Context: an optimization exercise on an open-source flow, tuned for small area. The choices shown serve that exercise and are no tape-out recipe.
In this exercise RTL edits were held to simulation tests only and were not proved equivalent to the original.
The clock port is modelled as an ideal driver; clocking choices that lean on that would not hold on a real chip.
No activity file was given, so power comes from the tool's default toggle rates.

==> design/flow/design.v <==
package matrix_pkg;
    typedef logic [1:0]         slot_t;   
    typedef logic [2:0]         dim_t;    
    typedef logic signed [15:0] elem_t;   
    typedef logic [7:0]         byte_t;   
    typedef struct packed {
        logic [12:0] rsvd;
        dim_t        dim;
    } dim_word_t;
    typedef union packed {
        elem_t     elem;   
        dim_word_t dw;     
    } num_word_u;
    localparam byte_t CHAR_MINUS = 8'h2D;
    localparam byte_t CHAR_SPACE = 8'h20;
    localparam byte_t CHAR_ZERO  = 8'h30;
    localparam int MAX_DIGITS = 5;   
endpackage
`timescale 1ns/1ns
module matrix_calc_top #(
    parameter int CLK_FREQ  = 100_000_000,
    parameter int BAUD_RATE = 6_250_000      
) (
    input  logic              clk,
    input  logic              rst_n,
    input  logic              rxd,
    input  logic              btn_load,
    input  logic              btn_print,
    input  matrix_pkg::slot_t slot_sel,
    output logic              txd,
    output logic              busy
);
    function automatic logic [7:0] inc8(input logic [7:0] a);
        logic c;
        c = 1'b1;
        for (int i = 0; i < 8; i++) begin
            inc8[i] = a[i] ^ c;
            c       = c & a[i];
        end
    endfunction
    function automatic logic [3:0] inc4(input logic [3:0] a, input logic ci);
        logic c;
        c = ci;
        for (int i = 0; i < 4; i++) begin
            inc4[i] = a[i] ^ c;
            c       = c & a[i];
        end
    endfunction
    function automatic logic [2:0] inc3(input logic [2:0] a);
        inc3 = {a[2] ^ (a[1] & a[0]), a[1] ^ a[0], ~a[0]};
    endfunction
    function automatic logic [2:0] dec3(input logic [2:0] a);
        dec3 = {a[2] ^ ~(a[1] | a[0]), a[1] ^ ~a[0], ~a[0]};
    endfunction
    logic [7:0] rx_cnt;    
    logic [6:0] rx_sh;
    logic       rx_smp;
    logic       rx_ev;
    logic [7:0] rx_byte;
    assign rx_smp  = (rx_cnt[3:0] == 4'd7);
    assign rx_ev   = rx_smp && (rx_cnt[7:4] == 4'd8);
    assign rx_byte = {rxd, rx_sh};
    always_ff @(posedge clk or negedge rst_n) begin
        if (!rst_n) begin
            rx_cnt <= '0;
        end else if (rx_cnt == 8'd0) begin
            rx_cnt <= {7'd0, !rxd};               
        end else if (rx_smp && ((rx_cnt[7:4] == 4'd0 && rxd) ||   
                                rx_cnt[7:4] == 4'd9)) begin       
            rx_cnt <= '0;
        end else begin
            rx_cnt <= inc8(rx_cnt);
        end
    end
    always_ff @(posedge clk) begin
        if (rx_smp && !rx_cnt[7]) rx_sh <= {rxd, rx_sh[6:1]};   
    end
    typedef enum logic [3:0] {
        S_IDLE, L_M, L_MW, L_N, L_NW, L_DATA,
        P_DIMS, P_FETCH, P_SIGN, P_DIG, P_SPACE, P_FLUSH
    } state_t;
    state_t      st;
    logic [1:0]  slot;
    logic        last_c;     
    logic        last_r;     
    logic [2:0]  r, c;       
    logic        bl_q, bp_q;
    logic        ld_act;
    assign ld_act = (st == L_M) || (st == L_N) || (st == L_DATA);
    assign busy   = (st != S_IDLE) && (st != P_DIMS);
    logic [15:0] acc;
    logic        p_neg;
    logic        p_have;
    logic        pend;
    logic        consume;
    logic        is_dig;
    logic        is_min;
    logic        mul;        
    logic [2:0]  aq;         
    logic [1:0]  cy;
    logic [3:0]  mi;         
    logic        a_i;
    logic        x_i;
    logic [2:0]  msum;
    assign is_dig = (rx_byte[7:4] == 4'h3) && (!rx_byte[3] || rx_byte[2:1] == 2'b00);
    assign is_min = (rx_byte == 8'h2D);
    assign mi   = {rx_cnt[4], rx_cnt[2:0]};
    assign a_i  = p_have && acc[0];                  
    assign x_i  = ((mi[3:2] == 2'b00) && rx_sh[mi[1:0]]) ^ p_neg;
    logic ms1, mc1, mca;
    assign ms1  = aq[0] ^ aq[2] ^ x_i;
    assign mc1  = (aq[0] & aq[2]) | (x_i & (aq[0] ^ aq[2]));
    assign mca  = ms1 & cy[0];
    assign msum = {(mc1 & cy[1]) | (mca & (mc1 ^ cy[1])), mc1 ^ cy[1] ^ mca, ms1 ^ cy[0]};
    always_ff @(posedge clk or negedge rst_n) begin
        if (!rst_n) begin
            p_neg  <= 1'b0;
            p_have <= 1'b0;
            pend   <= 1'b0;
            mul    <= 1'b0;
        end else if (mul) begin
            if (mi == 4'd15) begin
                mul    <= 1'b0;
                p_have <= 1'b1;
            end
        end else if (rx_ev) begin
            if (is_dig) begin
                mul <= 1'b1;
            end else if (is_min && !p_have) begin
                p_neg <= 1'b1;
            end else begin
                p_neg  <= 1'b0;
                p_have <= 1'b0;
                pend   <= p_have && ld_act;
            end
        end else if (consume) begin
            pend <= 1'b0;
        end
    end
    always_ff @(posedge clk) begin
        if (mul) begin
            acc <= {msum[0], acc[15:1]};
            aq  <= {aq[1:0], a_i};
            cy  <= msum[2:1];
        end else begin
            aq  <= '0;
            cy  <= {1'b0, p_neg};
        end
    end
    logic [2:0]  pr, pc;     
    logic [1:0]  dph;        
    logic        match;
    logic        dmatch;
    logic        we;         
    logic        dwe_m;      
    logic        dwe_n;      
    assign match  = (pr == r) && (pc == c);
    assign dmatch = (dph == slot);
    always_ff @(posedge clk or negedge rst_n) begin
        if (!rst_n) begin
            pr  <= '0;
            pc  <= '0;
            dph <= '0;
        end else begin
            dph <= {dph[1] ^ dph[0], ~dph[0]};
            if (pc == 3'd6) begin
                pc <= '0;
                pr <= (pr == 3'd6) ? 3'd0 : inc3(pr);
            end else begin
                pc <= inc3(pc);
            end
        end
    end
    localparam int NE = 49;
    localparam int RW = NE * 16;
    logic [RW-1:0] ring0, ring1, ring2, ring3;
    logic [15:0]   rd;
    always_ff @(posedge clk) begin
        ring0 <= {ring0[RW-17:0], (we && slot == 2'd0) ? acc : ring0[RW-1 -: 16]};
        ring1 <= {ring1[RW-17:0], (we && slot == 2'd1) ? acc : ring1[RW-1 -: 16]};
        ring2 <= {ring2[RW-17:0], (we && slot == 2'd2) ? acc : ring2[RW-1 -: 16]};
        ring3 <= {ring3[RW-17:0], (we && slot == 2'd3) ? acc : ring3[RW-1 -: 16]};
    end
    always_comb begin
        case (slot)
            2'd0:    rd = ring0[RW-1 -: 16];
            2'd1:    rd = ring1[RW-1 -: 16];
            2'd2:    rd = ring2[RW-1 -: 16];
            default: rd = ring3[RW-1 -: 16];
        endcase
    end
    logic [11:0] dmr;    
    logic [11:0] dnr;    
    always_ff @(posedge clk or negedge rst_n) begin
        if (!rst_n) dmr <= '0;
        else        dmr <= {dmr[8:0], dwe_m ? acc[2:0] : dmr[11:9]};
    end
    always_ff @(posedge clk) begin
        dnr <= {dnr[8:0], dwe_n ? acc[2:0] : dnr[11:9]};
    end
    localparam logic [1:0] T_DIG = 2'd0, T_MIN = 2'd1, T_SPC = 2'd2, T_NONE = 2'd3;
    logic [7:0] tx_cnt;      
    logic [1:0] ttype;
    logic [3:0] d;
    logic       tx_act;
    logic       send;
    logic [7:0] ch;
    logic [3:0] tb;
    assign tx_act = !(tx_cnt[7] && tx_cnt[5]);
    assign tb     = tx_cnt[7:4];
    always_comb begin
        case (ttype)
            T_DIG:   ch = {4'h3, d};
            T_MIN:   ch = 8'h2D;
            default: ch = 8'h20;
        endcase
    end
    always_comb begin
        case (tb)
            4'd0:    txd = !tx_act;
            4'd1:    txd = ch[0];
            4'd2:    txd = ch[1];
            4'd3:    txd = ch[2];
            4'd4:    txd = ch[3];
            4'd5:    txd = ch[4];
            4'd6:    txd = ch[5];
            4'd7:    txd = ch[6];
            4'd8:    txd = ch[7];
            default: txd = 1'b1;    
        endcase
    end
    always_ff @(posedge clk or negedge rst_n) begin
        if (!rst_n)      tx_cnt <= 8'hA0;
        else if (send)   tx_cnt <= '0;
        else if (tx_act) tx_cnt <= inc8(tx_cnt);
    end
    logic [14:0] W;
    logic        e;
    logic [2:0]  p;
    logic        started;
    logic [13:0] K;
    logic [15:0] T;
    logic        take;
    logic [3:0]  dcur;
    logic        step;
    always_comb begin
        case ({p, e})
            4'b1000: K = 14'd10000;
            4'b1001: K = 14'd9999;
            4'b0110: K = 14'd1000;
            4'b0111: K = 14'd999;
            4'b0100: K = 14'd100;
            4'b0101: K = 14'd99;
            4'b0010: K = 14'd10;
            default: K = 14'd9;
        endcase
    end
    always_comb begin : sub_w
        logic cb;
        cb = 1'b1;                        
        for (int i = 0; i < 16; i++) begin
            logic a, b;
            a    = (i < 15) ? W[i] : 1'b0;
            b    = (i < 14) ? ~K[i] : 1'b1;
            T[i] = a ^ b ^ cb;
            cb   = (a & b) | (cb & (a ^ b));
        end
    end
    assign take = !T[15];
    assign dcur = (ttype == T_DIG) ? 4'd0 : d;       
    assign step = !tx_act || (ttype != T_DIG);
    logic [2:0] r_inc, c_inc;
    assign r_inc  = inc3(r);
    assign c_inc  = inc3(c);
    always_ff @(posedge clk) begin
        if (dmatch) begin
            last_c <= (c_inc == dnr[11:9]);
            last_r <= (r_inc == dmr[11:9]);
        end
    end
    always_comb begin
        we      = (st == L_DATA) && pend && match;
        dwe_m   = (st == L_MW) && dmatch;
        dwe_n   = (st == L_NW) && dmatch;
        consume = 1'b0;
        send    = 1'b0;
        case (st)
            L_M, L_N: consume = pend && (acc[2:0] == 3'd0);    
            L_MW:   consume = dwe_m;
            L_NW:   consume = dwe_n;
            L_DATA: consume = we;
            P_SIGN, P_SPACE: send = !tx_act;
            P_DIG: if (!tx_act) begin
                if (p == 3'd0) send = 1'b1;
                else if (!take && (dcur != 4'd0 || started)) send = 1'b1;
            end
            default: ;
        endcase
    end
    state_t st_n;
    logic [1:0] slot_n, ttype_n;
    logic [2:0] r_n, c_n, p_n;
    logic [3:0] d_n;
    logic [14:0] W_n;
    logic e_n, started_n;
    always_comb begin
        st_n = st;
        slot_n = slot;
        r_n = r;
        c_n = c;
        ttype_n = ttype;
        d_n = d;
        W_n = W;
        e_n = e;
        p_n = p;
        started_n = started;
        case (st)
            S_IDLE: begin
                if (btn_load && !bl_q) begin
                    slot_n = slot_sel;
                    st_n   = L_M;
                end else if (btn_print && !bp_q) begin
                    slot_n = slot_sel;
                    st_n   = P_DIMS;
                end
            end
            L_M:  if (pend && acc[2:0] != 3'd0) st_n = L_MW;
            L_MW: if (dmatch) st_n = L_N;
            L_N:  if (pend && acc[2:0] != 3'd0) st_n = L_NW;
            L_NW: if (dmatch) begin
                r_n  = '0;
                c_n  = '0;
                st_n = L_DATA;
            end
            L_DATA: if (we) begin
                if (last_c) begin
                    c_n = '0;
                    if (last_r) st_n = S_IDLE;
                    else r_n = r_inc;
                end else begin
                    c_n = c_inc;
                end
            end
            P_DIMS: if (dmatch) begin
                r_n  = '0;
                c_n  = '0;
                st_n = (dmr[11:9] == 3'd0) ? P_FLUSH : P_FETCH;
            end
            P_FETCH: if (match) begin
                W_n       = rd[14:0] ^ {15{rd[15]}};
                e_n       = rd[15];
                p_n       = 3'd4;
                d_n       = '0;
                started_n = 1'b0;
                st_n      = rd[15] ? P_SIGN : P_DIG;
            end
            P_SIGN: if (!tx_act) begin
                ttype_n = T_MIN;
                st_n    = P_DIG;
            end
            P_DIG: if (step) begin
                if (!tx_act) ttype_n = T_NONE;
                if (p == 3'd0) begin
                    if (!tx_act) begin
                        d_n     = inc4(W[3:0], e);
                        ttype_n = T_DIG;
                        st_n    = P_SPACE;
                    end
                end else if (take) begin
                    W_n = T[14:0];
                    e_n = 1'b0;
                    d_n = inc4(dcur, 1'b1);
                end else if (dcur != 4'd0 || started) begin
                    if (!tx_act) begin
                        d_n       = dcur;
                        ttype_n   = T_DIG;
                        started_n = 1'b1;
                        p_n       = dec3(p);
                    end
                end else begin
                    d_n = '0;
                    p_n = dec3(p);
                end
            end
            P_SPACE: if (!tx_act) begin
                ttype_n = T_SPC;
                st_n    = P_FETCH;
                if (last_c) begin
                    c_n = '0;
                    if (last_r) st_n = P_FLUSH;
                    else r_n = r_inc;
                end else begin
                    c_n = c_inc;
                end
            end
            P_FLUSH: if (!tx_act) st_n = S_IDLE;
            default: st_n = S_IDLE;
        endcase
    end
    always_ff @(posedge clk or negedge rst_n) begin
        if (!rst_n) begin
            st    <= S_IDLE;
            bl_q  <= 1'b0;
            bp_q  <= 1'b0;
            ttype <= T_NONE;
        end else begin
            st    <= st_n;
            bl_q  <= btn_load;
            bp_q  <= btn_print;
            ttype <= ttype_n;
        end
    end
    always_ff @(posedge clk) begin
        d <= d_n;
    end
    always_ff @(posedge clk) begin
        slot    <= slot_n;
        r       <= r_n;
        c       <= c_n;
        W       <= W_n;
        e       <= e_n;
        p       <= p_n;
        started <= started_n;
    end
endmodule
==> design/flow/flow/run.sh <==
#!/bin/bash
# Standard layout; after clock tree synthesis, the dummy clock loads are
# removed and a power-recovery resizing pass
# downsizes gates which have timing slack to spare.
set -euo pipefail
R=orfs/results/sky130hd/matrix_calc_top/base
bash standard.sh cts > standard_cts.log 2>&1
openroad -no_init -exit flow/recover.tcl > recover.log 2>&1
bash standard.sh > standard_finish.log 2>&1
==> design/flow/flow/recover.tcl <==
# After CTS: drop dummy clock loads, then downsize non-critical gates
# (same cell footprints, same registers).
set R orfs/results/sky130hd/matrix_calc_top/base
read_liberty $::env(FLOW_HOME)/platforms/sky130hd/lib/sky130_fd_sc_hd__tt_025C_1v80.lib
read_db $R/4_cts.odb
read_sdc $R/4_cts.sdc
source $::env(FLOW_HOME)/platforms/sky130hd/setRC.tcl
set_dont_use [get_lib_cells {sky130_fd_sc_hd__probe* sky130_fd_sc_hd__lpflow_*}]
set_propagated_clock [all_clocks]
estimate_parasitics -placement
report_design_area
# Remove the clock tree's dummy balancing loads: they drive nothing, and
# without them the clock nets carry less load.
set n 0
foreach inst [[ord::get_db_block] getInsts] {
  if {[string match clkload* [$inst getName]]} {
    odb::dbInst_destroy $inst
    incr n
  }
}
puts "Removed $n dummy clock loads"
# Port buffers: the smallest buffer is enough at this clock period.
foreach inst [get_cells {input* output*}] {
  set m [get_property $inst ref_name]
  if {$m == "sky130_fd_sc_hd__clkdlybuf4s50_1" || $m == "sky130_fd_sc_hd__dlygate4sd3_1"} {
    replace_cell $inst sky130_fd_sc_hd__buf_1
  }
}
estimate_parasitics -placement
report_design_area
repair_timing -recover_power 100
# Downsizing only shrinks cells in place; legalize only if that left an
# illegal placement.
if {[catch {check_placement -verbose} msg]} {
  puts "check_placement failed ($msg); legalizing"
  detailed_placement
  check_placement -verbose
}
estimate_parasitics -placement
report_design_area
report_worst_slack -max
report_worst_slack -min
write_db $R/4_cts.odb
==> design/flow/standard.sh <==
#!/bin/bash
# synth_recipe.tcl (not shown) runs the flow's synth.tcl, then flattens the netlist and writes it again
# the make line also repeats each setting of config.mk as NAME=value (left out here)
make -C /OpenROAD-flow-scripts/flow DESIGN_CONFIG=/design/flow/config.mk WORK_HOME=/design/flow/orfs CLKGATE_MAP_FILE= SYNTH_SCRIPT=/design/flow/synth_recipe.tcl "${@:-finish}"
==> design/flow/config.mk <==
export PLATFORM = sky130hd
export DESIGN_NAME = matrix_calc_top
export DESIGN_NICKNAME = matrix_calc_top
export VERILOG_FILES = /design/flow/design.v
export SDC_FILE = /design/flow/constraint.sdc
export NUM_CORES = 4
export LEC_CHECK = 0
export CAP_MARGIN = 20
export CORE_MARGIN = 2
export CORE_UTILIZATION = 75
export CTS_CLUSTER_DIAMETER = 70
export CTS_CLUSTER_SIZE = 30
export PLACE_DENSITY = 0.85
export SLEW_MARGIN = 20
==> design/flow/constraint.sdc <==
create_clock -name core_clock -period 10.0 [get_ports {clk}]
set_input_delay 2.0000 -clock core_clock [delete_from_list [all_inputs] [get_ports {clk}]]
set_output_delay 2.0000 -clock core_clock [all_outputs]
set_load 0.01 [all_outputs]
==> run notes <==
[logic make-up after synthesis]
kind of cell | after synthesis
compound gates | 97
flops | 3258
xor+xnor | 39
buf+inv | 69
simple gates | 178
fa+ha+maj | 41
mux | 93
[cell type report]
cell class	count	area (sq um)
inverters	39	146
clock buffers	119	2980
flip-flops and latches	3258	66000
fillers	4209	18500
repair buffers	18	108
multi-input cells	448	3710
well taps	1254	1570
[registers in the layout, indices dropped and copies added (netlist names), 8 cells and up, named ones only]
signal / cells
W: 15
acc: 16
dmr: 12
dnr: 12
ring0: 784
ring1: 784
ring2: 784
ring3: 784
rx_cnt: 8
tx_cnt: 8
[critical path: stages (launching register included)]
cell and delay [ns]:
edfxtp_1 0.45, inv_1 0.11, nor3_1 0.66, o21bai_1 0.17
ha_1 0.23, fa_1 0.38, fa_1 0.38, fa_1 0.40
fa_1 0.39, fa_1 0.39, fa_1 0.39, fa_1 0.41
fa_1 0.39, fa_1 0.39, fa_1 0.38, ha_1 0.20
ha_1 0.19, fa_1 0.37, ha_1 0.32, nor2_1 0.12
o21ai_0 0.09, a21oi_1 0.16, clkbuf_1 0.76
[power breakdown]
part | internal (mW) | total [mW] | leakage (nW) | switching, mW
clock | 2.14 | 5.74 | 1.47 | 3.59
combinational | 0.0310 | 0.0883 | 2.02 | 0.0573
sequential | 13.0 | 13.0 | 26.5 | 0.0195
[cells in the mapped netlist (5+ instances only)]
master / n / area, sq um
mux2_2: 41 / 462
and2_1: 12 / 75.1
clkbuf_1: 15 / 56.3
mux2i_1: 5 / 50.1
fa_1: 13 / 260
nor2_1: 50 / 188
edfxtp_1: 57 / 1710
dfrtp_1: 44 / 1100
nor3_1: 19 / 95.1
a21oi_1: 37 / 185
nand2b_1: 7 / 43.8
nand3_1: 7 / 35.0
o22ai_1: 6 / 37.5
mux4_2: 17 / 383
xnor2_1: 14 / 123
mux2_4: 30 / 450
o21bai_1: 5 / 37.5
o21ai_0: 18 / 90.1
inv_1: 38 / 143
ha_1: 28 / 350
nand2_1: 41 / 154
nor2b_1: 13 / 81.3
xor2_1: 25 / 219
dfxtp_1: 3153 / 63100
[worst paths after layout]
path,endpoint
worst max-delay path,W[0]
worst min-delay path,ring2[525]
worst max register to register,W[0]
min in group asynchronous,tx_cnt[2]
worst min register to register,ring2[525]
max in group asynchronous,mul
[stage by stage]
| step | cell area [sq um] | hold slack, ns | utilization | worst slack [ns] | total power [mW] |
|---|---|---|---|---|---|
| after detailed placement | 71700 | 0.312 | 0.771 | 2.24 | 13.4 |
| after global placement | 71700 | 0.310 | 0.771 | 2.29 | 13.4 |
| after global routing | 74600 | 0.303 | 0.801 | 1.39 | 19.3 |
| after CTS | 74900 | 0.308 | 0.805 | 2.20 | 19.1 |
| final | 74600 | 0.297 | 0.801 | 1.90 | 18.9 |
| after floorplan | 70200 | 0.310 | - | 2.44 | 13.4 |
[metal layers]
layer  vias up  GRT usage
li1      12000          -
met1     12400      0.314
met2       445      0.456
met3       195     0.0325
met4         2     0.0698
met5         -          0
==> run notes <==
The run finished with no timing, DRC or antenna violations. The post-route fraction of the period consumed by the critical path is 0.810. Gates resized during post-CTS repair numbered 0.

Detailed routing placed a total of 61500 microns of wire on met2. The netlist area before placement is 70200 sq um. The simple-gate portion of the synthesized area is 0.0131. For the worst setup path, the data arrival time is 8.41 ns. The final estimated routing congestion in global placement came out at 0.743. The worst hold path begins at ring2[509].

The total number of vias came out at 25.0k. The depth of the CTS H-tree is 3. The async set-or-reset flop fraction in the synthesized netlist came out at 0.0147. The fraction of final layout cells with drive strength greater than 1 is 0.0482. The detail route stage leaves a number of antenna-violating nets equal to 0. The library cell used most frequently in the layout, excluding fill and tap cells, is dfxtp_1.

From left edge to right edge, the die measures 310 microns. The detailed-route wire length on metal 1 came out at 47300 microns. The largest fanout of any net on the critical path came out at 16. Setup violations remaining at the end of the flow were counted as 0. The number of global-route vias before repair is 27.7k. The starting DRC count in detailed routing came out at 1764. The number of flip-flops and latches in the synthesized netlist is 3258.

The worst register-to-register path begins at p[2]. The combinational family with the most area after synthesis is multiplexers. Counting instances, the worst hold path has a depth of 0. The number of placed instances, taps included is 5014. The internal reg-to-reg setup slack came out at 1.90 ns. Subtracting the final worst setup slack from the clock period gives 8.10 ns. The clock insertion delay at the later pin of the skew report came out at 0.75 ns. The tool flagged a number of max-cap violations equal to 0. The critical path starts at p[2]. The mean post-synth cell area came out at 18.6 sq um. The net count after synthesis is 3823.

The number of warnings reported in the yosys synthesis log came out at 1. The setup total negative slack is 0 ns. The max-slew violation count was 0. Once layout is complete, the cells apart from fillers number 5136.

The total track usage is 0.250. After detailed routing, no signal wire sits above met5. The proportion of synthesized chip area in sequential cells is 0.941. The final clock skew is 0.0667 ns. The xor and xnor area share after synthesis came out at 0.00487.

The count of boundary I/O pins is 9. Across the VDD grid, the largest voltage drop is 0.000284 V. The number of buffers on the longest clock path came out at 3. The kind of path behind the tightest hold check is reg -> reg. The required arrival time at the worst endpoint is 10.31 ns. The number of diodes added for antenna fixing came out at 0. The effective utilization at floorplan is 0.755. The first global-routing pass estimated 175000 microns of wire.

The worst max-slew margin expressed relative to the limit is 0.251. The number of buffers inserted by post-CTS setup repair is 0. The pin count of the biggest net entering global routing is 49. The number of flops mapped to enable cells by yosys came out at 57. The wire length on met3 came out at 3350 microns. The count of port buffers added during placement came out at 8. The pin slew with the least headroom to its limit came out at 1.12 ns.

For this run, the top clock speed supported by timing is 0.123 GHz. The floorplan step set the die height to 310 microns. The sum of routed wire length over all layers came out at 115000 microns. For this run, the leading register cell type out of synthesis is dfxtp_1. The tree is rooted in a clkbuf_16.

The die covers 96100 sq um. The final hold violation count is 0. The category of the critical setup timing path is reg -> reg.

TritonCTS built the clock tree. In the layout the commonest cells are dfxtp_1, clkbuf_16, edfxtp_1. The post-synthesis cell count came out at 3775.

The first detailed-routing pass ran for 5 iterations. Detailed placement ended at an HPWL of 60100 microns. Synthesis instantiated 69 different standard cells from the library.

The leftover overflow at the end of global routing came out at 0. The mux contribution to synthesized area is 0.0192. The initial antenna violation count is 13. The area growth from synthesis to layout is 6.18%. The depth of the worst register-to-register path came out at 22. The total number of clock tree sinks is 3258. Setup repair after global routing left no endpoint under its margin. STA classifies the critical path startpoint as a flip-flop. The region available for standard cell placement spans 93000 sq um.

The clock transition at the registers of the reported paths came out at 0.10 ns. After detailed routing, the number of remaining DRC violations is 0. The adder-cell share of the synthesized area came out at 0.00870. Summed over all cells, the static leakage comes to 30.0 nW. The number of clock buffers inserted by TritonCTS came out at 119. In this run, post-CTS hold repair placed 0 buffers.

The number of vias per cell came out at 4.86. Row generation in the floorplan step produced 112 rows. The post-layout net count is 3932.

In the final routed layout, each cell accounts on average for 22.5 microns. The compound-cell area share of the yosys netlist was 0.00857. The type of destination of the critical path is a flip-flop. The power per cell area came out at 253 nW/um^2.

static timing again, ports no longer ideal:
How much do the figures lean on ideal ports? The routed layout below was timed once more, with nothing changed but the port constraints. Step 1 (the two cells are an assumption about what drives the block):
set clk [get_ports {clk}]
set_driving_cell -lib_cell sky130_fd_sc_hd__clkbuf_16 $clk
set_driving_cell -lib_cell sky130_fd_sc_hd__buf_2 [delete_from_list [all_inputs] $clk]
Step 2 also shifts input and output timing later by t, the mid clock arrival at the registers, as if the neighbouring blocks saw the same clock. Slacks: no drivers / after step 1 / after step 2; pairs: no drivers / after step 1.
t (ns): 0.782
setup WS [ns]: 1.900 / 1.900 / 1.900
worst data-port slew with drivers (ns): 0.04
After both steps this run still meets setup and hold. The setup slack of this run moves by 0.000 ns with the drivers and by 0.000 ns with both steps.
